What follows belongs to an exercise in optimizing a design on an open flow for small area and a short achievable clock period; a production flow would make more cautious choices.
Where RTL was checked, it was by simulation tests only, not by an equivalence proof against the original.
For runs 2 to 5, only the layout was checked, not whether the RTL still works.
Power figures rest on the tool's default switching activity, not on a simulated workload.

## design/flow/design.v

```verilog
package ex_pkg;
	typedef enum logic [2:0] {
		ALU_PASS_B = 3'b000,
		ALU_ADD    = 3'b010,
		ALU_SUB    = 3'b011,
		ALU_AND    = 3'b100,
		ALU_OR     = 3'b101,
		ALU_XOR    = 3'b110
	} alu_op_t;
	typedef enum logic [2:0] {
		BR_NONE   = 3'd0,
		BR_UNCOND = 3'd1,
		BR_CBZ    = 3'd2,
		BR_CBNZ   = 3'd3,
		BR_COND   = 3'd4
	} br_kind_t;
	typedef enum logic [3:0] {
		COND_EQ = 4'b0000,
		COND_NE = 4'b0001,
		COND_MI = 4'b0100,
		COND_GE = 4'b1010,
		COND_LT = 4'b1011,
		COND_AL = 4'b1110
	} cond_t;
endpackage
`timescale 1ns/1ps
module ex_operand_stage #(
	parameter int DATA_WIDTH = 64,
	parameter int ALU_K      = 4,
	parameter int BR_K       = 4
) (
	input  logic                        clk,
	input  logic                        reset,
	input  logic                        issue,
	input  logic [DATA_WIDTH-1:0]       read_data1,
	input  logic [DATA_WIDTH-1:0]       read_data2,
	input  logic [DATA_WIDTH-1:0]       imm,
	input  logic [DATA_WIDTH-1:0]       pc,
	input  logic [DATA_WIDTH-1:0]       br_offset,
	input  logic [2:0]                  alu_op,
	input  logic                        alu_src,
	input  logic                        set_flags,
	input  logic [2:0]                  br_kind,
	input  logic [3:0]                  cond,
	output logic                        op_valid,
	output logic [DATA_WIDTH-1:0]       alu_s,
	output logic [DATA_WIDTH/ALU_K-1:0] alu_g,
	output logic [DATA_WIDTH/ALU_K-1:0] alu_p,
	output logic                        alu_top_g,
	output logic                        alu_top_p,
	output logic [DATA_WIDTH-1:0]       store_operand,
	output logic [DATA_WIDTH-1:0]       br_s,
	output logic [DATA_WIDTH/BR_K-1:0]  br_g,
	output logic [DATA_WIDTH/BR_K-1:0]  br_p,
	output logic                        set_flags_q,
	output logic [3:0]                  test_q
);
	localparam int MSB = DATA_WIDTH - 1;
	logic [DATA_WIDTH-1:0]       a, b, ap, ag_bit, as, bs;
	logic [DATA_WIDTH/ALU_K-1:0] ag, abp;
	logic [DATA_WIDTH/BR_K-1:0]  bg, bbp;
	logic                        is_sub;
	logic [3:0]                  tp, tg;
	logic [3:0]                  test_d;
	assign a        = read_data1;
	assign b        = alu_src ? imm : read_data2;
	assign is_sub   = (alu_op == 3'b011);
	always_comb begin
		tg = 4'b0000;
		case (alu_op)
			3'b010:  begin tp = 4'b0110; tg = 4'b1000; end
			3'b011:  begin tp = 4'b1001; tg = 4'b0100; end
			3'b100:  tp = 4'b1000;
			3'b101:  tp = 4'b1110;
			3'b110:  tp = 4'b0110;
			default: tp = 4'b1010;
		endcase
	end
	for (genvar i = 0; i < DATA_WIDTH; i++) begin : g_bit
		assign ap[i]     = tp[{a[i], b[i]}];
		assign ag_bit[i] = tg[{a[i], b[i]}];
	end
	ex_blk_sum #(.W(DATA_WIDTH), .K(ALU_K)) u_alu_blk (
		.p(ap), .g(ag_bit), .cin(is_sub), .s(as), .co(ag), .bp(abp)
	);
	logic top_g, top_p;
	always_comb begin
		top_g = 1'b0;
		top_p = 1'b1;
		for (int i = DATA_WIDTH - ALU_K; i < MSB; i++) begin
			top_g = ag_bit[i] | (ap[i] & top_g);
			top_p = top_p & ap[i];
		end
	end
	logic [DATA_WIDTH-1:0] off4;
	assign off4 = {br_offset[DATA_WIDTH-3:0], 2'b00};
	ex_blk_sum #(.W(DATA_WIDTH), .K(BR_K)) u_br_blk (
		.p(pc ^ off4), .g(pc & off4), .cin(1'b0), .s(bs), .co(bg), .bp(bbp)
	);
	always_comb begin
		test_d = 4'b0000;
		case (br_kind)
			3'd1: test_d = 4'b1000;
			3'd2: test_d = 4'b0100;
			3'd3: test_d = 4'b1100;
			3'd4: begin
				case (cond)
					4'b0000: test_d = 4'b0001;
					4'b0001: test_d = 4'b1001;
					4'b0100: test_d = 4'b0010;
					4'b1010: test_d = 4'b1011;
					4'b1011: test_d = 4'b0011;
					4'b1110: test_d = 4'b1000;
					default: test_d = 4'b0000;
				endcase
			end
			default: test_d = 4'b0000;
		endcase
	end
	logic [DATA_WIDTH/ALU_K-1:1] alu_p_hi;
	logic [DATA_WIDTH/BR_K-2:0]  br_g_lo;
	logic [DATA_WIDTH/BR_K-1:1]  br_p_hi;
	assign alu_p = {alu_p_hi, 1'b0};
	assign br_g  = {1'b0, br_g_lo};
	assign br_p  = {br_p_hi, 1'b0};
	always_ff @(posedge clk) begin
		if (reset)
			op_valid <= 1'b0;
		else
			op_valid <= issue;
	end
	always_ff @(posedge clk) begin
		alu_s         <= as;
		alu_g         <= ag;
		alu_p_hi      <= abp[DATA_WIDTH/ALU_K-1:1];
		alu_top_g     <= top_g;
		alu_top_p     <= top_p;
		store_operand <= read_data2;
		br_s          <= bs;
		br_g_lo       <= bg[DATA_WIDTH/BR_K-2:0];
		br_p_hi       <= bbp[DATA_WIDTH/BR_K-1:1];
		set_flags_q   <= set_flags;
		test_q        <= test_d;
	end
endmodule
`timescale 1ns/1ps
module ex_prefix #(
	parameter int W    = 64,
	parameter int KIND = 0
) (
	input  logic [W-1:0] g,
	input  logic [W-1:0] p,
	input  logic         cin,
	output logic [W:0]   c
);
	localparam int L = (W <= 2) ? 1 : (W <= 4) ? 2 : (W <= 8) ? 3 : (W <= 16) ? 4 : (W <= 32) ? 5 : (W <= 64) ? 6 : 7;
	logic [2*L+1:0][W-1:0] gg;
	logic [2*L+1:0][W-1:0] pp;
	assign gg[0] = {g[W-1:1], g[0] | (p[0] & cin)};
	assign pp[0] = p;
	generate
		if (KIND == 0) begin : g_ks
			for (genvar l = 0; l < L; l++) begin : g_lvl
				for (genvar i = 0; i < W; i++) begin : g_bit
					if (i >= (1 << l)) begin : g_node
						assign gg[l+1][i] = gg[l][i] | (pp[l][i] & gg[l][i-(1<<l)]);
						assign pp[l+1][i] = pp[l][i] & pp[l][i-(1<<l)];
					end else begin : g_pass
						assign gg[l+1][i] = gg[l][i];
						assign pp[l+1][i] = pp[l][i];
					end
				end
			end
			assign c = {gg[L], cin};
		end else if (KIND == 1) begin : g_sk
			for (genvar l = 0; l < L; l++) begin : g_lvl
				for (genvar i = 0; i < W; i++) begin : g_bit
					if ((i >> l) % 2 == 1) begin : g_node
						localparam int J = ((i >> l) << l) - 1;
						assign gg[l+1][i] = gg[l][i] | (pp[l][i] & gg[l][J]);
						assign pp[l+1][i] = pp[l][i] & pp[l][J];
					end else begin : g_pass
						assign gg[l+1][i] = gg[l][i];
						assign pp[l+1][i] = pp[l][i];
					end
				end
			end
			assign c = {gg[L], cin};
		end else if (KIND == 2) begin : g_bk
			for (genvar l = 0; l < L; l++) begin : g_up
				for (genvar i = 0; i < W; i++) begin : g_bit
					if ((i % (2 << l)) == (2 << l) - 1) begin : g_node
						assign gg[l+1][i] = gg[l][i] | (pp[l][i] & gg[l][i-(1<<l)]);
						assign pp[l+1][i] = pp[l][i] & pp[l][i-(1<<l)];
					end else begin : g_pass
						assign gg[l+1][i] = gg[l][i];
						assign pp[l+1][i] = pp[l][i];
					end
				end
			end
			for (genvar l = L - 2; l >= 0; l--) begin : g_dn
				for (genvar i = 0; i < W; i++) begin : g_bit
					if ((i % (2 << l)) == (1 << l) - 1 && i >= (2 << l)) begin : g_node
						assign gg[2*L-1-l][i] = gg[2*L-2-l][i] | (pp[2*L-2-l][i] & gg[2*L-2-l][i-(1<<l)]);
						assign pp[2*L-1-l][i] = pp[2*L-2-l][i] & pp[2*L-2-l][i-(1<<l)];
					end else begin : g_pass
						assign gg[2*L-1-l][i] = gg[2*L-2-l][i];
						assign pp[2*L-1-l][i] = pp[2*L-2-l][i];
					end
				end
			end
			assign c = {gg[2*L-1], cin};
		end else begin : g_hc
			assign gg[1] = gg[0];
			assign pp[1] = pp[0];
			for (genvar l = 0; l < L; l++) begin : g_lvl
				for (genvar i = 0; i < W; i++) begin : g_bit
					if (l == 0 && i % 2 == 1) begin : g_n0
						assign gg[l+2][i] = gg[l+1][i] | (pp[l+1][i] & gg[l+1][i-1]);
						assign pp[l+2][i] = pp[l+1][i] & pp[l+1][i-1];
					end else if (l > 0 && i % 2 == 1 && i >= (1 << l)) begin : g_nl
						assign gg[l+2][i] = gg[l+1][i] | (pp[l+1][i] & gg[l+1][i-(1<<l)]);
						assign pp[l+2][i] = pp[l+1][i] & pp[l+1][i-(1<<l)];
					end else begin : g_pass
						assign gg[l+2][i] = gg[l+1][i];
						assign pp[l+2][i] = pp[l+1][i];
					end
				end
			end
			for (genvar i = 0; i < W; i++) begin : g_fix
				if (i % 2 == 0 && i > 0) begin : g_node
					assign gg[L+2][i] = gg[L+1][i] | (pp[L+1][i] & gg[L+1][i-1]);
				end else begin : g_pass
					assign gg[L+2][i] = gg[L+1][i];
				end
			end
			assign pp[L+2] = pp[L+1];
			assign c = {gg[L+2], cin};
		end
	endgenerate
endmodule
module ex_blk_sum #(
	parameter int W = 64,
	parameter int K = 4
) (
	input  logic [W-1:0]   p,
	input  logic [W-1:0]   g,
	input  logic           cin,
	output logic [W-1:0]   s,
	output logic [W/K-1:0] co,
	output logic [W/K-1:0] bp
);
	for (genvar j = 0; j < W / K; j++) begin : g_blk
		logic [K:0] c;
		always_comb begin
			for (int i = 0; i <= K; i++) begin
				logic run;
				c[i] = 1'b0;
				for (int m = 0; m < i; m++) begin
					run = g[K*j+m];
					for (int n = m + 1; n < i; n++)
						run = run & p[K*j+n];
					c[i] = c[i] | run;
				end
				if (j == 0) begin
					run = cin;
					for (int n = 0; n < i; n++)
						run = run & p[K*j+n];
					c[i] = c[i] | run;
				end
			end
		end
		assign s[K*j +: K] = p[K*j +: K] ^ c[K-1:0];
		assign co[j]       = c[K];
		assign bp[j]       = &p[K*j +: K];
	end
endmodule
module ex_blk_fin #(
	parameter int W    = 64,
	parameter int K    = 4,
	parameter int KIND = 0
) (
	input  logic [W-1:0]   s,
	input  logic [W/K-1:0] g,
	input  logic [W/K-1:0] bp,
	output logic [W-1:0]   sum,
	output logic           ctop,
	output logic           cout,
	output logic           zero
);
	localparam int NB = W / K;
	logic [NB:0]   bc;
	logic [NB-1:0] bzero;
	for (genvar j = 0; j < NB; j++) begin : g_blk
		for (genvar t = 0; t < K; t++) begin : g_bit
			if (t == 0) begin : g_lo
				assign sum[K*j] = s[K*j] ^ bc[j];
			end else begin : g_hi
				assign sum[K*j+t] = s[K*j+t] ^ (bc[j] & (&s[K*j +: t]));
			end
		end
		assign bzero[j] = bc[j] ? bp[j] : ~|s[K*j +: K];
	end
	ex_prefix #(.W(NB), .KIND(KIND)) u_carry (
		.g(g), .p(bp), .cin(1'b0), .c(bc)
	);
	assign ctop = bc[NB-1];
	assign cout = bc[NB];
	assign zero = &bzero;
endmodule
`timescale 1ns/1ps
module ex_branch_unit (
	input  logic [3:0] test,
	input  logic       rt_zero,
	input  logic       negative,
	input  logic       zero,
	input  logic       overflow,
	output logic       taken
);
	logic t;
	always_comb begin
		case (test[2:0])
			3'd1:    t = zero;
			3'd2:    t = negative;
			3'd3:    t = negative ^ overflow;
			3'd4:    t = rt_zero;
			default: t = 1'b0;
		endcase
	end
	assign taken = t ^ test[3];
endmodule
`timescale 1ns/1ps
module ex_result_stage #(
	parameter int DATA_WIDTH = 64
) (
	input  logic                  clk,
	input  logic                  reset,
	input  logic                  op_valid,
	input  logic                  set_flags,
	input  logic [DATA_WIDTH-1:0] alu_result_in,
	input  logic [3:0]            alu_flags_in,
	input  logic [DATA_WIDTH-1:0] store_operand,
	input  logic [DATA_WIDTH-1:0] target_in,
	input  logic                  taken_in,
	output logic                  result_valid,
	output logic [DATA_WIDTH-1:0] alu_result,
	output logic [DATA_WIDTH-1:0] store_data,
	output logic [DATA_WIDTH-1:0] br_target,
	output logic                  br_taken,
	output logic                  negative,
	output logic                  zero,
	output logic                  overflow,
	output logic                  carry_out
);
	always_ff @(posedge clk) begin
		if (reset) begin
			result_valid <= 1'b0;
			br_taken     <= 1'b0;
		end else begin
			result_valid <= op_valid;
			br_taken     <= op_valid & taken_in;
		end
	end
	always_ff @(posedge clk) begin
		if (op_valid) begin
			alu_result <= alu_result_in;
			store_data <= store_operand;
			br_target  <= target_in;
		end
	end
	always_ff @(posedge clk) begin
		if (reset) begin
			negative  <= 1'b0;
			zero      <= 1'b0;
			overflow  <= 1'b0;
			carry_out <= 1'b0;
		end else if (op_valid && set_flags) begin
			negative  <= alu_flags_in[3];
			zero      <= alu_flags_in[2];
			overflow  <= alu_flags_in[1];
			carry_out <= alu_flags_in[0];
		end
	end
endmodule
`timescale 1ns/1ps
module ex_top #(
	parameter int DATA_WIDTH = 64,
	parameter int ALU_K      = 4,
	parameter int BR_K       = 8,
	parameter int ALU_KIND   = 0,
	parameter int BR_KIND    = 0
) (
	input  logic                  clk,
	input  logic                  reset,
	input  logic                  issue,
	input  logic [DATA_WIDTH-1:0] read_data1,
	input  logic [DATA_WIDTH-1:0] read_data2,
	input  logic [DATA_WIDTH-1:0] pc,
	input  logic [DATA_WIDTH-1:0] imm,
	input  logic [DATA_WIDTH-1:0] br_offset,
	input  ex_pkg::alu_op_t       alu_op,
	input  logic                  alu_src,
	input  logic                  set_flags,
	input  ex_pkg::br_kind_t      br_kind,
	input  ex_pkg::cond_t         cond,
	output logic                  result_valid,
	output logic [DATA_WIDTH-1:0] alu_result,
	output logic [DATA_WIDTH-1:0] store_data,
	output logic [DATA_WIDTH-1:0] br_target,
	output logic                  br_taken,
	output logic                  negative,
	output logic                  zero,
	output logic                  overflow,
	output logic                  carry_out
);
	localparam int MSB = DATA_WIDTH - 1;
	logic                        op_valid;
	logic [DATA_WIDTH-1:0]       alu_s, br_s, store_operand;
	logic [DATA_WIDTH/ALU_K-1:0] alu_g, alu_p;
	logic [DATA_WIDTH/BR_K-1:0]  br_g, br_p;
	logic                        alu_top_g, alu_top_p, set_flags_q;
	logic [3:0]                  test_q;
	ex_operand_stage #(.DATA_WIDTH(DATA_WIDTH), .ALU_K(ALU_K), .BR_K(BR_K)) u_operand (
		.clk(clk), .reset(reset), .issue(issue),
		.read_data1(read_data1), .read_data2(read_data2), .imm(imm),
		.pc(pc), .br_offset(br_offset), .alu_op(alu_op), .alu_src(alu_src),
		.set_flags(set_flags), .br_kind(br_kind), .cond(cond),
		.op_valid(op_valid), .alu_s(alu_s), .alu_g(alu_g), .alu_p(alu_p),
		.alu_top_g(alu_top_g), .alu_top_p(alu_top_p),
		.store_operand(store_operand), .br_s(br_s), .br_g(br_g), .br_p(br_p),
		.set_flags_q(set_flags_q), .test_q(test_q)
	);
	logic [DATA_WIDTH-1:0] alu_out, target;
	logic                  alu_n, alu_z, alu_v, alu_c;
	logic                  alu_ctop, br_ctop, br_cout, br_zero;
	ex_blk_fin #(.W(DATA_WIDTH), .K(ALU_K), .KIND(ALU_KIND)) u_alu_fin (
		.s(alu_s), .g(alu_g), .bp(alu_p), .sum(alu_out), .ctop(alu_ctop), .cout(alu_c), .zero(alu_z)
	);
	assign alu_n = alu_out[MSB];
	assign alu_v = alu_c ^ (alu_top_g | (alu_top_p & alu_ctop));
	ex_blk_fin #(.W(DATA_WIDTH), .K(BR_K), .KIND(BR_KIND)) u_br_fin (
		.s(br_s), .g(br_g), .bp(br_p), .sum(target), .ctop(br_ctop), .cout(br_cout), .zero(br_zero)
	);
	logic taken;
	ex_branch_unit u_branch (
		.test(test_q), .rt_zero(store_operand == '0),
		.negative(negative), .zero(zero), .overflow(overflow), .taken(taken)
	);
	ex_result_stage #(.DATA_WIDTH(DATA_WIDTH)) u_result (
		.clk(clk), .reset(reset), .op_valid(op_valid), .set_flags(set_flags_q),
		.alu_result_in(alu_out), .alu_flags_in({alu_n, alu_z, alu_v, alu_c}),
		.store_operand(store_operand), .target_in(target), .taken_in(taken),
		.result_valid(result_valid), .alu_result(alu_result),
		.store_data(store_data), .br_target(br_target), .br_taken(br_taken),
		.negative(negative), .zero(zero), .overflow(overflow),
		.carry_out(carry_out)
	);
endmodule
```

## design/flow/flow/run.sh

```bash
#!/bin/bash
# Standard layout, with plain buf_1 cells as the port buffers instead of the
# buffer_ports default (clkdlybuf4s50_1). Each tool's output goes to its own log.
set -euo pipefail
export BUFFER_PORTS_ARGS="-buffer_cell sky130_fd_sc_hd__buf_1"
bash standard.sh synth > synth.log 2>&1
bash standard.sh > layout.log 2>&1
```

## design/flow/standard.sh

```bash
#!/bin/bash
# synth_recipe.tcl (not shown) runs the flow's synth.tcl, then flattens the netlist and writes it again
# the make line also repeats each setting of config.mk as NAME=value (left out here)
make -C /OpenROAD-flow-scripts/flow DESIGN_CONFIG=/design/flow/config.mk WORK_HOME=/design/flow/orfs CLKGATE_MAP_FILE= SYNTH_SCRIPT=/design/flow/synth_recipe.tcl "${@:-finish}"
```

## design/flow/config.mk

```make
export PLATFORM = sky130hd
export DESIGN_NAME = ex_top
export DESIGN_NICKNAME = ex_top
export VERILOG_FILES = /design/flow/design.v
export SDC_FILE = /design/flow/constraint.sdc
export NUM_CORES = 4
export LEC_CHECK = 0
export ABC_AREA = 1
export CAP_MARGIN = 20
export CORE_MARGIN = 2
export CORE_UTILIZATION = 40
export CTS_BUF_LIST = sky130_fd_sc_hd__clkbuf_16
export CTS_CLUSTER_DIAMETER = 90
export CTS_CLUSTER_SIZE = 40
export SETUP_SLACK_MARGIN = 3.0
export SLEW_MARGIN = 20
export SYNTH_HIERARCHICAL = 1
export TNS_END_PERCENT = 10
```

## design/flow/constraint.sdc

```tcl
create_clock -name core_clock -period 5.5 [get_ports {clk}]
set_input_delay 1.1000 -clock core_clock [delete_from_list [all_inputs] [get_ports {clk}]]
set_output_delay 1.1000 -clock core_clock [all_outputs]
set_load 0.01 [all_outputs]
```

==> results of run 1 <==
[worst max-delay path by stage]
stage,from,to,slack [ns],cells past startpoint
floorplan,alu_op[2],u_operand.alu_s[43],2.86,13
global placement,alu_op[2],u_operand.alu_s[11],1.71,13
detailed placement,alu_src,u_operand.alu_s[47],1.67,14
CTS,alu_op[2],u_operand.alu_g[13],2.99,12
global route,alu_op[2],u_operand.alu_g[1],2.92,14
finish,alu_op[2],u_operand.alu_s[51],3.06,14
[power by group]
part / switching, mW / internal, mW / leakage [nW]
clock network: 1.35 / 0.991 / 0.477
logic: 0.954 / 0.552 / 6.66
registers: 0.207 / 3.82 / 3.90
[final cells by class]
type / count / area (um^2) / share of cell area, %
well taps: 696 / 871 / 3.36
clock inverters: 22 / 333 / 1.28
inverters: 252 / 1010 / 3.88
clock buffers: 26 / 651 / 2.51
repair buffers: 558 / 2420 / 9.32
flip-flops and latches: 442 / 10800 / 41.5
multi-input cells: 1723 / 9860 / 38.0
diodes: 12 / 30.0 / 0.116
[stage by stage]
step           area (um^2)  hold WS [ns]  instances  power, mW
2_1_floorplan        21900         0.408       2491       5.04
3_3_place_gp         24400         0.412       3647       5.52
3_5_place_dp         24400         0.414       3647       5.56
4_1_cts              25600         0.419       3704       7.93
5_1_grt              25900         0.426       3724       8.29
6_report             25900         0.421       3731       7.88
[sequential cells by signal, summed over array words and instances (netlist names)]
| register | cells |
|---|---|
| u_result.overflow | 1 |
| u_operand.test_q | 4 |
| u_operand.alu_top_p | 1 |
| u_operand.br_s | 64 |
| u_operand.store_operand | 64 |
| u_result.carry_out | 1 |
| u_operand.alu_s | 64 |
| u_operand.br_p_hi | 6 |
| u_operand.br_g_lo | 7 |
| u_operand.set_flags_q | 1 |
| u_result.br_taken | 1 |
| u_result.zero | 1 |
| u_result.store_data | 64 |
| u_operand.op_valid | 1 |
| u_result.br_target | 64 |
| u_operand.alu_g | 16 |
| u_operand.alu_p_hi | 15 |
| u_result.alu_result | 64 |
| u_result.result_valid | 1 |
| u_operand.alu_top_g | 1 |
| u_result.negative | 1 |
[critical path, delay by kind of cell]
family	cells	cell delay [ns]
buf+inv	5	0.68
simple gates	7	0.60
compound gates	1	0.28
fa+ha+maj	1	0.23
[per-layer routing]
metal | GRT usage, % | routed length (um)
met4 | 9.74 | 2940
met2 | 43.4 | 35300
met5 | 0 | 179
met3 | 6.30 | 6040
met1 | 26.2 | 26700
[repair_timing]
item / 4_1_cts / 5_1_grt
setup buffers: 7 / 10
gates resized for setup: 33 / 37
endpoints found under the setup margin: 87 / 46
pin swaps: 1 / 5
gates cloned: 2 / 5
==> metrics.yaml, run 1 <==
run_status:
  status: "finished clean"
routing:
  drc: 0
  drt_iter0_drc: 1076
  drt-pass1-iter-count: 5
  wl_per_cell_um: 19.1
  routed_wl_um: 71200
  dr_total_vias: 18659
  ant_nets: 0
  routed_via_density: 5.00
layout:
  final_cell_mix: "nand2_1, buf_1, nor2_1, dfxtp_1, inv_1"
  nets: 3448
  num-fill-cells: 5301
  final_common_cell: "nand2_1"
  area_growth_syn_to_layout_pct: 18.5
  postLayoutCoreUtil_pct: 48.1
  layout-drive-gt1-share_pct: 7.94
critical_path:
  cp.required_ns: 6.00
  critPathCaptureType: "register"
  slowest_stage: "o21ai_0"
  start_kind: "input pin"
  timing.rr.end: "u_result.zero"
  critPathMaxFanout: 42
  critical-path-max-stage-delay_ns: 0.28
  rr_startpoint: "u_operand.alu_g[0]"
  crit_top_cell: "nor2_1"
  worstPathArrival_ns: 2.94
  cp_cell_sequence: "clkbuf_4 > buf_12 > inv_2 > nand3_4 > buf_12 > clkinv_16 > nor2_1 > o21ai_0 > ha_1 > nor2_1 > nor2_1 > nor2_1 > nand2_1 > nand2_1"
  rrSetupSlack_ns: 3.26
  worstSetupPathType: "input pin to register"
  reg2regPathDepth: 18
global_route:
  grt_max_degree: 102
  grt.overflow.total: 0
  grt_usage_pct: 23.8
  grt_pass1_vias: 17713
  antenna_found_initial: 24
  grt_pass1_wl_um: 102000
timing:
  setup_tns_ns: 0
  setup_ws_ns: 3.06
  grt_setup_unrepaired: "true"
  worst_pin_slew_ns: 0.932
  hold_viol: 0
  slew_headroom_pct: 37.9
  setup_viol: 0
  min_period_ns: 2.44
  drv_slew: 0
  fmax_mhz: 410
  period_share_pct: 44.3
  skew_ns: 0.0320
synth:
  netlist_area_um2: 21900
  ys_warn_count: 11
  avgSynthCellArea_um2: 8.81
  syn_inst: 2485
place:
  io_buffers: 530
  dpl.hpwl_um: 54500
  dp_slack_ns: 1.67
  gp_congestion: 0.908
clocking:
  worst_skew_pair.late_latency_ns: 0.62
  hold_buffers: 0
  path_clk_slew_ns: 0.10
  clock_sinks: 442
  cts_buffers: 26
  cts-htree-levels: 1
  clockRootBuffer: "clkbuf_16"
  cts_tree: "yes"
  cts_max_path_buffers: 3
power_and_ir_drop:
  powerDensity_nw_per_um2: 304
  irDropWorstVdd_mv: 0.189
  p_leak_nw: 11.0
die:
  dieArea_um2: 56600
  dieWidth_um: 238
  die_y_um: 238
  start_util_pct: 40.6
  ioPinCount: 533
  core_region_area_um2: 53900
  rows: 85
min_path:
  hp-class: "register to register"
  min_from: "u_operand.store_operand[62]"
  hold_depth: 0
  hold_path_end: "u_result.store_data[62]"
run:
  maxCapViolCount: 0
==> inputs of run 2 (changes only) <==
--- a/design/flow/design.v
+++ b/design/flow/design.v
@@ -56,30 +56,17 @@
 	output logic [3:0]                  test_q
 );
 	localparam int MSB = DATA_WIDTH - 1;
-	logic [DATA_WIDTH-1:0]       a, b, ap, ag_bit, as, bs;
+	logic [DATA_WIDTH-1:0]       a, ap, ag_bit, as, bs;
 	logic [DATA_WIDTH/ALU_K-1:0] ag, abp;
 	logic [DATA_WIDTH/BR_K-1:0]  bg, bbp;
 	logic                        is_sub;
-	logic [3:0]                  tp, tg;
 	logic [3:0]                  test_d;
 	assign a        = read_data1;
-	assign b        = alu_src ? imm : read_data2;
 	assign is_sub   = (alu_op == 3'b011);
-	always_comb begin
-		tg = 4'b0000;
-		case (alu_op)
-			3'b010:  begin tp = 4'b0110; tg = 4'b1000; end
-			3'b011:  begin tp = 4'b1001; tg = 4'b0100; end
-			3'b100:  tp = 4'b1000;
-			3'b101:  tp = 4'b1110;
-			3'b110:  tp = 4'b0110;
-			default: tp = 4'b1010;
-		endcase
-	end
-	for (genvar i = 0; i < DATA_WIDTH; i++) begin : g_bit
-		assign ap[i]     = tp[{a[i], b[i]}];
-		assign ag_bit[i] = tg[{a[i], b[i]}];
-	end
+	ex_alu_pg #(.W(DATA_WIDTH)) u_alu_pg (
+		.a(a), .imm(imm), .rd2(read_data2), .alu_src(alu_src), .alu_op(alu_op),
+		.p(ap), .g(ag_bit)
+	);
 	ex_blk_sum #(.W(DATA_WIDTH), .K(ALU_K)) u_alu_blk (
 		.p(ap), .g(ag_bit), .cin(is_sub), .s(as), .co(ag), .bp(abp)
 	);
@@ -308,6 +295,36 @@
 	assign cout = bc[NB];
 	assign zero = &bzero;
 endmodule
+module ex_alu_pg #(
+	parameter int W = 64
+) (
+	input  logic [W-1:0] a,
+	input  logic [W-1:0] imm,
+	input  logic [W-1:0] rd2,
+	input  logic         alu_src,
+	input  logic [2:0]   alu_op,
+	output logic [W-1:0] p,
+	output logic [W-1:0] g
+);
+	logic [W-1:0] b;
+	logic [3:0]   tp, tg;
+	assign b = alu_src ? imm : rd2;
+	always_comb begin
+		tg = 4'b0000;
+		case (alu_op)
+			3'b010:  begin tp = 4'b0110; tg = 4'b1000; end
+			3'b011:  begin tp = 4'b1001; tg = 4'b0100; end
+			3'b100:  tp = 4'b1000;
+			3'b101:  tp = 4'b1110;
+			3'b110:  tp = 4'b0110;
+			default: tp = 4'b1010;
+		endcase
+	end
+	for (genvar i = 0; i < W; i++) begin : g_bit
+		assign p[i] = tp[{a[i], b[i]}];
+		assign g[i] = tg[{a[i], b[i]}];
+	end
+endmodule
 `timescale 1ns/1ps
 module ex_branch_unit (
 	input  logic [3:0] test,
--- a/design/flow/config.mk
+++ b/design/flow/config.mk
@@ -10,8 +10,8 @@
 export CORE_MARGIN = 2
 export CORE_UTILIZATION = 40
 export CTS_BUF_LIST = sky130_fd_sc_hd__clkbuf_16
-export CTS_CLUSTER_DIAMETER = 90
-export CTS_CLUSTER_SIZE = 40
+export CTS_CLUSTER_DIAMETER = 80
+export CTS_CLUSTER_SIZE = 30
 export SETUP_SLACK_MARGIN = 3.0
 export SLEW_MARGIN = 20
 export SYNTH_HIERARCHICAL = 1
==> run 2 against run 1 <==
Still clean on timing, DRC and antenna. Maximum frequency rose by 0.36%. Global-route usage rose by 0.33 points. First-iteration DRC count rose by 24%. Worst hold slack improved by 0.018 ns. Synthesized cell count rose by 13%. Critical path depth fell by 1. Utilization fell by 0.49 points. Clock-buffer cell count rose by 3. Die area rose by 3.9%. Via count rose by 5.7%. Wire length rose by 4.4%. Critical path type unchanged. Largest cell class unchanged. Highest routed layer unchanged.
==> metrics.yaml, run 2 <==
run_status:
  status: "finished clean"
critical_path:
  rr_startpoint: "u_operand.alu_g[0]"
  cp.required_ns: 6.03
  worstSetupPathType: "input pin to register"
  critPathMaxFanout: 16
  critPathCaptureType: "register"
  start_kind: "input pin"
  startpoint: "alu_op[0]"
  timing.rr.end: "u_result.zero"
  reg2regPathDepth: 16
  worstPathArrival_ns: 2.96
  rrSetupSlack_ns: 3.22
timing:
  grt_setup_unrepaired: "true"
  setup_ws_ns: 3.07
  period_share_pct: 44.2
  slew_headroom_pct: 41.3
  skew_ns: 0.0309
  drv_slew: 0
  fmax_mhz: 412
  setup_viol: 0
  worst_pin_slew_ns: 0.880
  hold_viol: 0
  min_period_ns: 2.43
  setup_tns_ns: 0
synth:
  ys_warn_count: 12
  netlist_area_um2: 22800
  avgSynthCellArea_um2: 8.08
  syn_inst: 2817
routing:
  drt_iter0_drc: 1331
  drt-pass1-iter-count: 5
  routed_wl_um: 74300
  ant_nets: 0
  drc: 0
  wl_per_cell_um: 18.1
  routed_via_density: 4.79
  dr_total_vias: 19725
global_route:
  grt_pass1_vias: 18462
  grt_pass1_wl_um: 107000
  antenna_found_initial: 32
  grt_usage_pct: 24.2
  grt_max_degree: 65
  grt.overflow.total: 0
layout:
  area_growth_syn_to_layout_pct: 18.0
  num-fill-cells: 5658
  nets: 3768
  layout-drive-gt1-share_pct: 5.95
  final_common_cell: "nand2_1"
  postLayoutCellArea_um2: 26900
  final_cell_mix: "nand2_1, buf_1, inv_1, nor2_1, dfxtp_1"
  postLayoutCoreUtil_pct: 47.6
clocking:
  hold_buffers: 0
  cts_buffers: 28
  path_clk_slew_ns: 0.10
  cts-htree-levels: 1
  cts_max_path_buffers: 3
  worst_skew_pair.late_latency_ns: 0.61
  clockRootBuffer: "clkbuf_16"
  cts_tree: "yes"
  clock_sinks: 442
place:
  io_buffers: 530
  dpl.hpwl_um: 57400
  gp_congestion: 0.909
  place_area_um2: 25300
  dp_slack_ns: 1.64
min_path:
  min_from: "u_operand.store_operand[34]"
  hp-class: "register to register"
  hold_path_end: "u_result.store_data[34]"
  hold_depth: 0
power_and_ir_drop:
  irDropWorstVdd_mv: 0.232
  p_leak_nw: 12.2
  powerDensity_nw_per_um2: 301
run:
  maxCapViolCount: 0
die:
  start_util_pct: 40.4
  die_y_um: 243
  ioPinCount: 533
  dieArea_um2: 58800
  dieWidth_um: 243
  core_region_area_um2: 56400
  rows: 87
==> run 2: cell types whose count changed in the layout (fill, tap and decap cells not counted), sizes merged, moves of 14 or more <==
cell and delta:
o21ai -59, a21boi +21, o21a -37, a211oi -31
a22oi -25, inv +67, nand3 +100, nor2 -14
nand2 +304
==> run 2: repair_timing <==
item                                    CTS  global route
gates cloned                              2             5
resized for setup                        25            21
endpoints found under the setup margin   87            48
buffers inserted                          1             7
pin swaps                                 2             4
==> run 2: layer usage <==
metal / global-route usage, % / vias to the layer above / part of all wire (%)
met5: 0 / - / 0.30
li1: - / 10034 / -
met4: 11.8 / 32 / 4.9
met2: 42.5 / 617 / 48
met1: 27.5 / 8891 / 39
met3: 5.78 / 151 / 7.6
==> run 2: layout make-up <==
type | count | area, um^2 | area share [%]
Tap cell | 756 | 946 | 3.52
Inverter | 318 | 1220 | 4.55
Timing Repair inverter | 1 | 8.76 | 0.0326
Sequential cell | 442 | 10800 | 40.1
Antenna cell | 17 | 42.5 | 0.158
Timing Repair Buffer | 559 | 2390 | 8.89
Clock buffer | 29 | 726 | 2.70
Multi-Input combinational cell | 1973 | 10400 | 38.5
Clock inverter | 23 | 398 | 1.48
==> run 2: worst max path at each step <==
| stage | endpoint | cells past startpoint |
|---|---|---|
| 2_1_floorplan | u_operand.alu_s[63] | 11 |
| 3_3_place_gp | u_operand.alu_g[5] | 13 |
| 3_5_place_dp | u_operand.alu_g[5] | 13 |
| 4_1_cts | u_operand.alu_g[4] | 11 |
| 5_1_grt | u_operand.alu_s[63] | 12 |
| 6_report | u_operand.alu_g[2] | 13 |
==> run 2: report_power, final <==
group	switching (mW)	internal, mW
combinational	0.983	0.544
sequential	0.206	3.82
clock	1.40	1.14
total	2.59	5.50
==> run 2: metrics by stage <==
| step | hold WS, ns | total power, mW | instances |
|---|---|---|---|
| 6_report | 0.439 | 8.09 | 4118 |
| 5_1_grt | 0.445 | 8.51 | 4113 |
| 4_1_cts | 0.439 | 8.14 | 4089 |
| 3_5_place_dp | 0.414 | 5.59 | 4034 |
| 3_3_place_gp | 0.410 | 5.57 | 4034 |
| 2_1_floorplan | 0.408 | 5.05 | 2823 |
==> run 2: worst max-delay path: stages <==
cell and delay, ns:
buf_2 0.21, inv_1 0.11, nand2_4 0.16, clkinv_8 0.13
buf_4 0.23, a21boi_0 0.19, nand2_1 0.06, nand2_1 0.09
ha_1 0.17, nor2_1 0.04, nor2_1 0.18, nor2_1 0.09
o21bai_1 0.18
==> inputs of run 3 (changes only) <==
--- a/design/flow/design.v
+++ b/design/flow/design.v
@@ -56,29 +56,24 @@
 	output logic [3:0]                  test_q
 );
 	localparam int MSB = DATA_WIDTH - 1;
-	logic [DATA_WIDTH-1:0]       a, ap, ag_bit, as, bs;
+	logic [DATA_WIDTH-1:0]       as, bs;
 	logic [DATA_WIDTH/ALU_K-1:0] ag, abp;
 	logic [DATA_WIDTH/BR_K-1:0]  bg, bbp;
-	logic                        is_sub;
 	logic [3:0]                  test_d;
-	assign a        = read_data1;
-	assign is_sub   = (alu_op == 3'b011);
-	ex_alu_pg #(.W(DATA_WIDTH)) u_alu_pg (
-		.a(a), .imm(imm), .rd2(read_data2), .alu_src(alu_src), .alu_op(alu_op),
-		.p(ap), .g(ag_bit)
-	);
-	ex_blk_sum #(.W(DATA_WIDTH), .K(ALU_K)) u_alu_blk (
-		.p(ap), .g(ag_bit), .cin(is_sub), .s(as), .co(ag), .bp(abp)
-	);
-	logic top_g, top_p;
-	always_comb begin
-		top_g = 1'b0;
-		top_p = 1'b1;
-		for (int i = DATA_WIDTH - ALU_K; i < MSB; i++) begin
-			top_g = ag_bit[i] | (ap[i] & top_g);
-			top_p = top_p & ap[i];
-		end
+	logic                        top_g, top_p;
+	logic [DATA_WIDTH/ALU_K-1:0] sl_top_g, sl_top_p;
+	for (genvar j = 0; j < DATA_WIDTH / ALU_K; j++) begin : g_slice
+		ex_alu_slice #(
+			.K(ALU_K), .FIRST(j == 0), .TOP(j == DATA_WIDTH / ALU_K - 1)
+		) u_slice (
+			.a(read_data1[ALU_K*j +: ALU_K]), .imm(imm[ALU_K*j +: ALU_K]),
+			.rd2(read_data2[ALU_K*j +: ALU_K]), .alu_src(alu_src), .alu_op(alu_op),
+			.s(as[ALU_K*j +: ALU_K]), .co(ag[j]), .bp(abp[j]),
+			.top_g(sl_top_g[j]), .top_p(sl_top_p[j])
+		);
 	end
+	assign top_g = sl_top_g[DATA_WIDTH/ALU_K-1];
+	assign top_p = sl_top_p[DATA_WIDTH/ALU_K-1];
 	logic [DATA_WIDTH-1:0] off4;
 	assign off4 = {br_offset[DATA_WIDTH-3:0], 2'b00};
 	ex_blk_sum #(.W(DATA_WIDTH), .K(BR_K)) u_br_blk (
@@ -295,20 +290,28 @@
 	assign cout = bc[NB];
 	assign zero = &bzero;
 endmodule
-module ex_alu_pg #(
-	parameter int W = 64
+module ex_alu_slice #(
+	parameter int K     = 4,
+	parameter bit FIRST = 1'b0,
+	parameter bit TOP   = 1'b0
 ) (
-	input  logic [W-1:0] a,
-	input  logic [W-1:0] imm,
-	input  logic [W-1:0] rd2,
+	input  logic [K-1:0] a,
+	input  logic [K-1:0] imm,
+	input  logic [K-1:0] rd2,
 	input  logic         alu_src,
 	input  logic [2:0]   alu_op,
-	output logic [W-1:0] p,
-	output logic [W-1:0] g
+	output logic [K-1:0] s,
+	output logic         co,
+	output logic         bp,
+	output logic         top_g,
+	output logic         top_p
 );
-	logic [W-1:0] b;
+	logic [K-1:0] b, p, g;
 	logic [3:0]   tp, tg;
-	assign b = alu_src ? imm : rd2;
+	logic [K:0]   c;
+	logic         cin;
+	assign b   = alu_src ? imm : rd2;
+	assign cin = FIRST ? (alu_op == 3'b011) : 1'b0;
 	always_comb begin
 		tg = 4'b0000;
 		case (alu_op)
@@ -320,10 +323,41 @@
 			default: tp = 4'b1010;
 		endcase
 	end
-	for (genvar i = 0; i < W; i++) begin : g_bit
+	for (genvar i = 0; i < K; i++) begin : g_bit
 		assign p[i] = tp[{a[i], b[i]}];
 		assign g[i] = tg[{a[i], b[i]}];
 	end
+	always_comb begin
+		for (int i = 0; i <= K; i++) begin
+			logic run;
+			c[i] = 1'b0;
+			for (int m = 0; m < i; m++) begin
+				run = g[m];
+				for (int n = m + 1; n < i; n++)
+					run = run & p[n];
+				c[i] = c[i] | run;
+			end
+			run = cin;
+			for (int n = 0; n < i; n++)
+				run = run & p[n];
+			c[i] = c[i] | run;
+		end
+	end
+	assign s  = p ^ c[K-1:0];
+	assign co = c[K];
+	assign bp = &p;
+	always_comb begin
+		top_g = 1'b0;
+		top_p = 1'b1;
+		if (TOP) begin
+			for (int i = 0; i < K - 1; i++) begin
+				top_g = g[i] | (p[i] & top_g);
+				top_p = top_p & p[i];
+			end
+		end else begin
+			top_p = 1'b0;
+		end
+	end
 endmodule
 `timescale 1ns/1ps
 module ex_branch_unit (
==> run 3 against run 2 <==
Worst hold slack worse by 0.013 ns. Non-clock buffer count down 19. Synthesized area rose by 2.4%. Critical path depth increased by 3. Power increased by 0.23%. Utilization is 0.31 points lower. Critical endpoint is now u_operand.alu_g[0]. Still clean. Flip-flop and latch count unchanged.
==> metrics.yaml, run 3 <==
power_and_ir_drop:
  power_mw: 8.11
  p_leak_nw: 12.6
  powerDensity_nw_per_um2: 297
  irDropWorstVdd_mv: 0.231
clocking:
  clock_sinks: 442
  cts-htree-levels: 1
  cts_max_path_buffers: 3
  path_clk_slew_ns: 0.10
  worst_skew_pair.late_latency_ns: 0.60
  cts_tree: "yes"
  cts_buffers: 28
  clockRootBuffer: "clkbuf_16"
  cts_setup_buffers: 0
place:
  dpl.hpwl_um: 50800
  place_area_um2: 26100
  io_buffers: 530
  gp_congestion: 0.931
global_route:
  grt.overflow.total: 0
  grt_pass1_wl_um: 94900
  met1_usage_pct: 24.0
  antenna_found_initial: 13
  met3_usage_pct: 6.23
  busiest_layer: "met2"
  grt_usage_pct: 20.1
  grt_pass1_vias: 17946
  grt_max_degree: 102
  grtUsageMet2_pct: 35.5
critical_path:
  slowest_stage: "buf_16"
  worstSetupPathType: "input pin to register"
  critPathMaxFanout: 30
  worstPathArrival_ns: 2.89
  cp.required_ns: 5.99
  critPathCaptureType: "register"
  start_kind: "input pin"
  startpoint: "alu_op[1]"
  rr_startpoint: "u_operand.alu_p_hi[3]"
  critical-path-max-stage-delay_ns: 0.25
  cp_cell_sequence: "buf_6 > buf_16 > nand3_2 > nand2_2 > nand2_1 > a21oi_1 > a31oi_1 > ha_1 > inv_1 > nand2_1 > nand2_1 > nand2_2 > nand2_2 > nand2_1 > nand2_1 > nand2_1"
  crit_top_cell: "nand2_1"
timing:
  fmax_mhz: 416
  period_share_pct: 43.7
  worst_pin_slew_ns: 0.776
  setup_viol: 0
  grt_setup_unrepaired: "true"
  slew_headroom_pct: 48.3
  min_period_ns: 2.40
  hold_slack_ns: 0.426
  skew_ns: 0.0225
  hold_viol: 0
  drv_slew: 0
  setup_tns_ns: 0
layout:
  num-fill-cells: 5779
  multi_input_area_um2: 10800
  final_common_cell: "nand2_1"
  layout-drive-gt1-share_pct: 11.5
  final_cell_mix: "nand2_1, buf_1, inv_1, dfxtp_1, edfxtp_1"
  area_growth_syn_to_layout_pct: 17.1
  seq_area_um2: 10800
  postLayoutCellArea_um2: 27300
  nets: 3819
synth:
  netlist_area_um2: 23300
  avgSynthCellArea_um2: 8.25
  ys_warn_count: 13
  syn_inst: 2827
die:
  die_y_um: 245
  rows: 88
  core_region_area_um2: 57700
  dieWidth_um: 245
  dieArea_um2: 60200
  ioPinCount: 533
  start_util_pct: 40.4
run:
  maxCapViolCount: 0
routing:
  routed_wl_um: 62800
  routed_via_density: 4.64
  drc: 0
  ant_nets: 0
  dr_total_vias: 19320
  drt_iter0_drc: 813
  drt-pass1-iter-count: 5
  wl_per_cell_um: 15.1
run_status:
  status: "finished clean"
min_path:
  min_from: "u_operand.store_operand[28]"
  hp-class: "register to register"
[run 3: cell types whose count changed in the layout (fill, tap and decap cells not counted), moves of 28 or more]
| cell | previous run | this run |
|---|---|---|
| inv_2 | 8 | 98 |
| o21ai_0 | 60 | 24 |
| o21ai_2 | 2 | 49 |
| nor3_1 | 39 | 9 |
| nor2_1 | 289 | 165 |
| nand2_2 | 42 | 93 |
| nand2_1 | 846 | 874 |
[run 3: final cells by class]
| type | instances | share of cell area, % |
|---|---|---|
| diodes | 3 | 0.0275 |
| well taps | 765 | 3.51 |
| flip-flops and latches | 442 | 39.5 |
| clock inverters | 22 | 1.09 |
| inverters | 390 | 5.37 |
| multi-input cells | 1971 | 39.7 |
| repair buffers | 540 | 8.08 |
| clock buffers | 30 | 2.75 |
[run 3: per-layer routing]
| layer | routed length [um] | part of all wire, % |
|---|---|---|
| met4 | 1180 | 1.9 |
| met1 | 26100 | 42 |
| met5 | 119 | 0.19 |
| met2 | 30200 | 48 |
| met3 | 5210 | 8.3 |
[run 3: stage by stage]
step | setup WS (ns) | util [%] | instances
6_report | 3.10 | 47.3 | 4163
5_1_grt | 2.96 | 47.3 | 4162
4_1_cts | 3.00 | 47.2 | 4159
3_5_place_dp | 2.03 | 45.3 | 4107
3_3_place_gp | 2.04 | 45.3 | 4107
2_1_floorplan | 3.13 | - | 2833
[run 3: final timing paths]
| kind | to | slack (ns) | cells past startpoint |
|---|---|---|---|
| worst min-delay path | u_result.store_data[28] | 0.43 | 0 |
| worst max register to register | u_result.zero | 3.17 | 14 |
| worst max-delay path | u_operand.alu_g[0] | 3.10 | 16 |
| worst min register to register | u_result.store_data[28] | 0.43 | 0 |
[run 3: worst max-delay path: cells and delay by family]
family | cells | cell delay (ns)
AO/OA/AOI/OAI | 2 | 0.19
adder cells (fa/ha/maj) | 1 | 0.19
buffers and inverters | 3 | 0.51
AND/OR/NAND/NOR | 10 | 0.84
[run 3: what timing repair did]
action / in CTS / in global routing
setup endpoints to repair: 58 / 36
hold buffers: 0 / 0
resized for setup: 10 / 13
cloned: 0 / 1
[run 3: report_power, final]
part	internal [mW]	total, mW	leakage (nW)	switching [mW]
clock	1.14	2.47	0.517	1.33
sequential	3.85	4.06	3.90	0.216
combinational	0.589	1.58	8.17	0.994
==> inputs of run 4 (changes only) <==
--- a/design/flow/config.mk
+++ b/design/flow/config.mk
@@ -12,7 +12,7 @@
 export CTS_BUF_LIST = sky130_fd_sc_hd__clkbuf_16
 export CTS_CLUSTER_DIAMETER = 80
 export CTS_CLUSTER_SIZE = 30
-export SETUP_SLACK_MARGIN = 3.0
+export SETUP_SLACK_MARGIN = 3.2
 export SLEW_MARGIN = 20
 export SYNTH_HIERARCHICAL = 1
 export TNS_END_PERCENT = 10
==> run 4 against run 3 <==
Still clean. Sequential power is essentially flat. Wire length is 5.9% higher. Flip-flop and latch count unchanged. Die area unchanged. Clock power is essentially flat. Via count increased by 0.97%. Clock skew up 0.00070 ns. Power is 0.81% higher. Sequential share of layout area down 0.62 points. Synthesized cell count unchanged. Critical endpoint is now br_target[47]. Largest cell class unchanged.
==> metrics.yaml, run 4 <==
die:
  dieWidth_um: 245
  core_region_area_um2: 57700
  dieArea_um2: 60200
  ioPinCount: 533
  die_y_um: 245
  start_util_pct: 40.4
  rows: 88
synth:
  avgSynthCellArea_um2: 8.25
  netlist_area_um2: 23300
  syn_inst: 2827
  ys_warn_count: 13
min_path:
  hold_depth: 0
  hp-class: "register to register"
  min_from: "u_operand.store_operand[28]"
  hold_path_end: "u_result.store_data[28]"
timing:
  grt_setup_unrepaired: "true"
  skew_ns: 0.0233
  period_share_pct: 42.2
  setup_viol: 0
  hold_viol: 0
  worst_pin_slew_ns: 0.790
  setup_tns_ns: 0
  slew_headroom_pct: 47.3
  min_period_ns: 2.32
  drv_slew: 0
  hold_slack_ns: 0.427
  fmax_mhz: 431
clocking:
  cts-htree-levels: 1
  cts_tree: "yes"
  clockRootBuffer: "clkbuf_16"
  clock_sinks: 442
  cts_buffers: 28
  cts_max_path_buffers: 3
  worst_skew_pair.late_latency_ns: 0.60
  path_clk_slew_ns: 0.10
critical_path:
  startpoint: "u_result.br_target[47]"
  path_buf_inv: 1
  crit_family: "flip-flops"
  rr_startpoint: "u_operand.alu_p_hi[3]"
  critPathMaxFanout: 1
  crit_cells: 1
  critPathCaptureType: "output port"
  rrSetupSlack_ns: 3.32
  start_kind: "register"
  reg2regPathDepth: 14
  slowest_stage: "edfxtp_1"
  critical-path-max-stage-delay_ns: 0.46
  cp_cell_sequence: "buf_6"
  cp.required_ns: 4.40
  worstSetupPathType: "register to output port"
  timing.rr.end: "u_result.zero"
  worstPathArrival_ns: 1.22
layout:
  area_growth_syn_to_layout_pct: 19.0
  final_cell_mix: "nand2_1, buf_1, inv_1, dfxtp_1, edfxtp_1"
  postLayoutCoreUtil_pct: 48.1
  final_common_cell: "nand2_1"
  nets: 3832
  postLayoutCellArea_um2: 27700
  num-fill-cells: 5751
  layout-drive-gt1-share_pct: 12.3
routing:
  dr_total_vias: 19508
  drt-pass1-iter-count: 5
  ant_nets: 0
  wl_per_cell_um: 15.9
  routed_via_density: 4.67
  drt_iter0_drc: 918
  routed_wl_um: 66500
  drc: 0
run_status:
  status: "finished clean"
global_route:
  antenna_found_initial: 13
  grt_max_degree: 102
  grt_pass1_vias: 18029
  grt_pass1_wl_um: 96000
  grt.overflow.total: 0
  grt_usage_pct: 20.4
place:
  gp_congestion: 0.931
  place_area_um2: 26100
  dpl.hpwl_um: 50800
  io_buffers: 530
power_and_ir_drop:
  irDropWorstVdd_mv: 0.232
  powerDensity_nw_per_um2: 295
  p_leak_nw: 12.8
  power_mw: 8.18
run:
  maxCapViolCount: 0
## run 4: worst max path at each step
stage	endpoint	slack [ns]
after floorplan	u_operand.alu_s[3]	3.13
after global placement	u_operand.alu_s[62]	2.04
after detailed placement	u_operand.alu_s[62]	2.03
after CTS	br_target[43]	3.13
after global routing	br_target[43]	3.13
final	br_target[47]	3.18
## run 4: power breakdown
group | switching, mW | internal, mW
registers | 0.218 | 3.85
logic | 1.02 | 0.619
clock network | 1.34 | 1.14
total | 2.57 | 5.60
## run 4: repair_timing
item	4_1_cts	5_1_grt
buffers inserted	0	2
gates resized for setup	20	40
endpoints found under the setup margin	96	97
cloned	2	10
hold buffers	0	0
## run 4: per-layer routing
metal | GRT usage [%] | share of wire, % | vias to the layer above
met5 | 0 | 0.16 | -
met4 | 4.35 | 1.8 | 16
met3 | 6.25 | 8.8 | 75
met2 | 36.3 | 48 | 511
met1 | 24.2 | 41 | 8744
li1 | - | - | 10162
## run 4: final cells by class
cell class	count	area, um^2	share of cell area [%]
multi-input cells	1971	11000	39.5
repair buffers	553	2530	9.12
clock inverters	22	298	1.07
well taps	765	957	3.45
flip-flops and latches	442	10800	38.8
inverters	390	1470	5.28
diodes	4	10.0	0.0361
clock buffers	30	751	2.71
## run 4: per-stage QoR
step | setup slack, ns | instances
after CTS | 3.13 | 4161
after global placement | 2.04 | 4107
final | 3.18 | 4177
after global routing | 3.13 | 4175
after floorplan | 3.13 | 2833
after detailed placement | 2.03 | 4107
==> inputs of run 5 (changes only) <==
--- a/design/flow/config.mk
+++ b/design/flow/config.mk
@@ -12,7 +12,7 @@
 export CTS_BUF_LIST = sky130_fd_sc_hd__clkbuf_16
 export CTS_CLUSTER_DIAMETER = 80
 export CTS_CLUSTER_SIZE = 30
-export SETUP_SLACK_MARGIN = 3.2
+export SETUP_SLACK_MARGIN = 3.3
 export SLEW_MARGIN = 20
 export SYNTH_HIERARCHICAL = 1
 export TNS_END_PERCENT = 10
==> run 5 against run 4 <==
Final area increased by 1.8%. Synthesized area unchanged. Via count up 1.1%. Final cell count increased by 0.62%. Die area unchanged. Register-to-register slack worse by 0.11 ns.
==> metrics.yaml, run 5 <==
timing:
  slew_headroom_pct: 48.4
  setup_ws_ns: 3.18
  min_period_ns: 2.32
  drv_slew: 0
  fmax_mhz: 431
  setup_tns_ns: 0
  skew_ns: 0.0213
  period_share_pct: 42.2
  worst_pin_slew_ns: 0.774
  hold_viol: 0
  hold_slack_ns: 0.428
  setup_viol: 0
  grt_setup_unrepaired: "true"
min_path:
  hp-class: "register to register"
power_and_ir_drop:
  power_frac_comb_pct: 20.6
  power_frac_seq_pct: 49.4
  internal_power_mw: 5.64
  clock_power_share_pct: 30.0
  irDropWorstVdd_mv: 0.231
  switching_share_pct: 31.6
  p_leak_nw: 13.0
  powerDensity_nw_per_um2: 292
  power_mw: 8.24
  power_switching_mw: 2.60
clocking:
  clock_sinks: 442
  cts_max_path_buffers: 3
  hold_buffers: 0
  cts-htree-levels: 1
  cts_tree: "yes"
  clockRootBuffer: "clkbuf_16"
  cts_buffers: 28
  worst_skew_pair.late_latency_ns: 0.60
  path_clk_slew_ns: 0.10
critical_path:
  critPathMaxFanout: 1
  crit_family: "flip-flops"
  cp_cell_sequence: "clkbuf_2"
  cp.required_ns: 4.40
  critPathCaptureType: "output port"
  path_buf_inv: 1
  slowest_stage: "edfxtp_1"
  critical-path-max-stage-delay_ns: 0.46
  worstPathArrival_ns: 1.22
  worstSetupPathType: "register to output port"
  start_kind: "register"
global_route:
  grt_usage_pct: 20.8
  antenna_found_initial: 13
  grt.overflow.total: 0
  grt_pass1_vias: 18109
  grt_max_degree: 102
  grt_pass1_wl_um: 97200
run:
  maxCapViolCount: 0
synth:
  netlist_area_um2: 23300
  syn_inst: 2827
  avgSynthCellArea_um2: 8.25
  ys_warn_count: 13
run_status:
  status: "finished clean"
routing:
  drt_iter0_drc: 931
  wl_per_cell_um: 16.3
  routed_via_density: 4.69
  drt-pass1-iter-count: 5
  routed_wl_um: 68400
  dr_total_vias: 19727
  ant_nets: 0
  drc: 0
place:
  io_buffers: 530
  dp_slack_ns: 2.03
  dp_cells: 4107
  gp_congestion: 0.931
  dpl.hpwl_um: 50800
  place_area_um2: 26100
die:
  dieArea_um2: 60200
  ioPinCount: 533
  rows: 88
  die_y_um: 245
  start_util_pct: 40.4
  dieWidth_um: 245
  core_region_area_um2: 57700
layout:
  final_cell_mix: "nand2_1, buf_1, inv_1, dfxtp_1, edfxtp_1"
  final_common_cell: "nand2_1"
  postLayoutCellArea_um2: 28200
  postLayoutCoreUtil_pct: 49.0
  area_growth_syn_to_layout_pct: 21.1
  multi_input_area_um2: 11100
  layout-drive-gt1-share_pct: 13.6
  layoutNonFillerInstCount: 4203
  seq_area_um2: 10800
  num-fill-cells: 5693
  nets: 3858
## run 5: layer usage
metal / wire [um] / GRT usage (%) / up-vias
li1: - / - / 10230
met3: 6150 / 6.20 / 83
met5: 119 / 0 / -
met4: 1310 / 4.30 / 18
met2: 32800 / 36.9 / 546
met1: 28000 / 24.7 / 8850
## run 5: worst paths after layout
path / depth (start not counted) / startpoint / slack (ns) / end
setup / recovery: 1 / u_result.br_target[43] / 3.18 / br_target[43]
hold / removal: 0 / u_operand.store_operand[28] / 0.43 / u_result.store_data[28]
setup reg to reg: 14 / u_operand.alu_p_hi[3] / 3.21 / u_result.zero
hold reg to reg: 0 / u_operand.store_operand[28] / 0.43 / u_result.store_data[28]
## run 5: power by group through the flow
| stage | Clock (mW) | Sequential (mW) | Combinational, mW |
|---|---|---|---|
| after floorplan | 0 | 4.17 | 1.01 |
| after global placement | 0 | 4.13 | 1.56 |
| after detailed placement | 0 | 4.14 | 1.58 |
| after CTS | 2.54 | 4.07 | 1.62 |
| after global routing | 2.66 | 4.11 | 1.92 |
| final | 2.47 | 4.07 | 1.70 |
## run 5: cell type report
cell class,count,area share [%]
multi-input combinational,1971,39.4
sequential,442,38.1
timing repair buffer,579,10.1
inverter,390,5.20
tap,765,3.39
clock buffer,30,2.66
clock inverter,22,1.05
antenna,4,0.0354
## run 5: what timing repair did
item | 4_1_cts | 5_1_grt
buffers inserted | 4 | 18
pin swaps | 1 | 19
resized for setup | 26 | 94
setup endpoints to repair | 282 | 244
gates cloned | 4 | 14

==> re-timing with driven ports <==
The flow's constraints put no driver on any port. The routed layouts listed below were extracted and timed again, unchanged, in two steps.
Step 1 sets driving cells, clkbuf_16 on the clock port and buf_2 on the other inputs (assumed; they add their load-dependent delay and slew).
Step 2 moves the port delays by t, midway between the first and last clock arrival at a register: inputs arrive t later, outputs are due t later. That takes back most of the time a late clock gives input paths.
a / b / c = ideal / step 1 / step 2; a / b = the first two.
run	t (ns)	setup WS [ns]	hold slack, ns	cell pins on the clock port's net
run 1	0.656	3.062 / 3.034 / 2.378	0.421 / 0.421 / 0.421	1
run 2	0.657	3.070 / 3.033 / 2.404	0.439 / 0.439 / 0.439	1
run 3	0.651	3.098 / 3.082 / 2.430	0.426 / 0.426 / 0.426	1
run 4	0.653	3.179 / 3.117 / 2.535	0.427 / 0.427 / 0.427	1
run 5	0.654	3.180 / 3.118 / 2.535	0.428 / 0.428 / 0.428	1
After both steps every run listed still meets setup and hold. The setup slack of run 1, which loses most, moves by -0.028 ns with the drivers and by -0.684 ns with both steps.
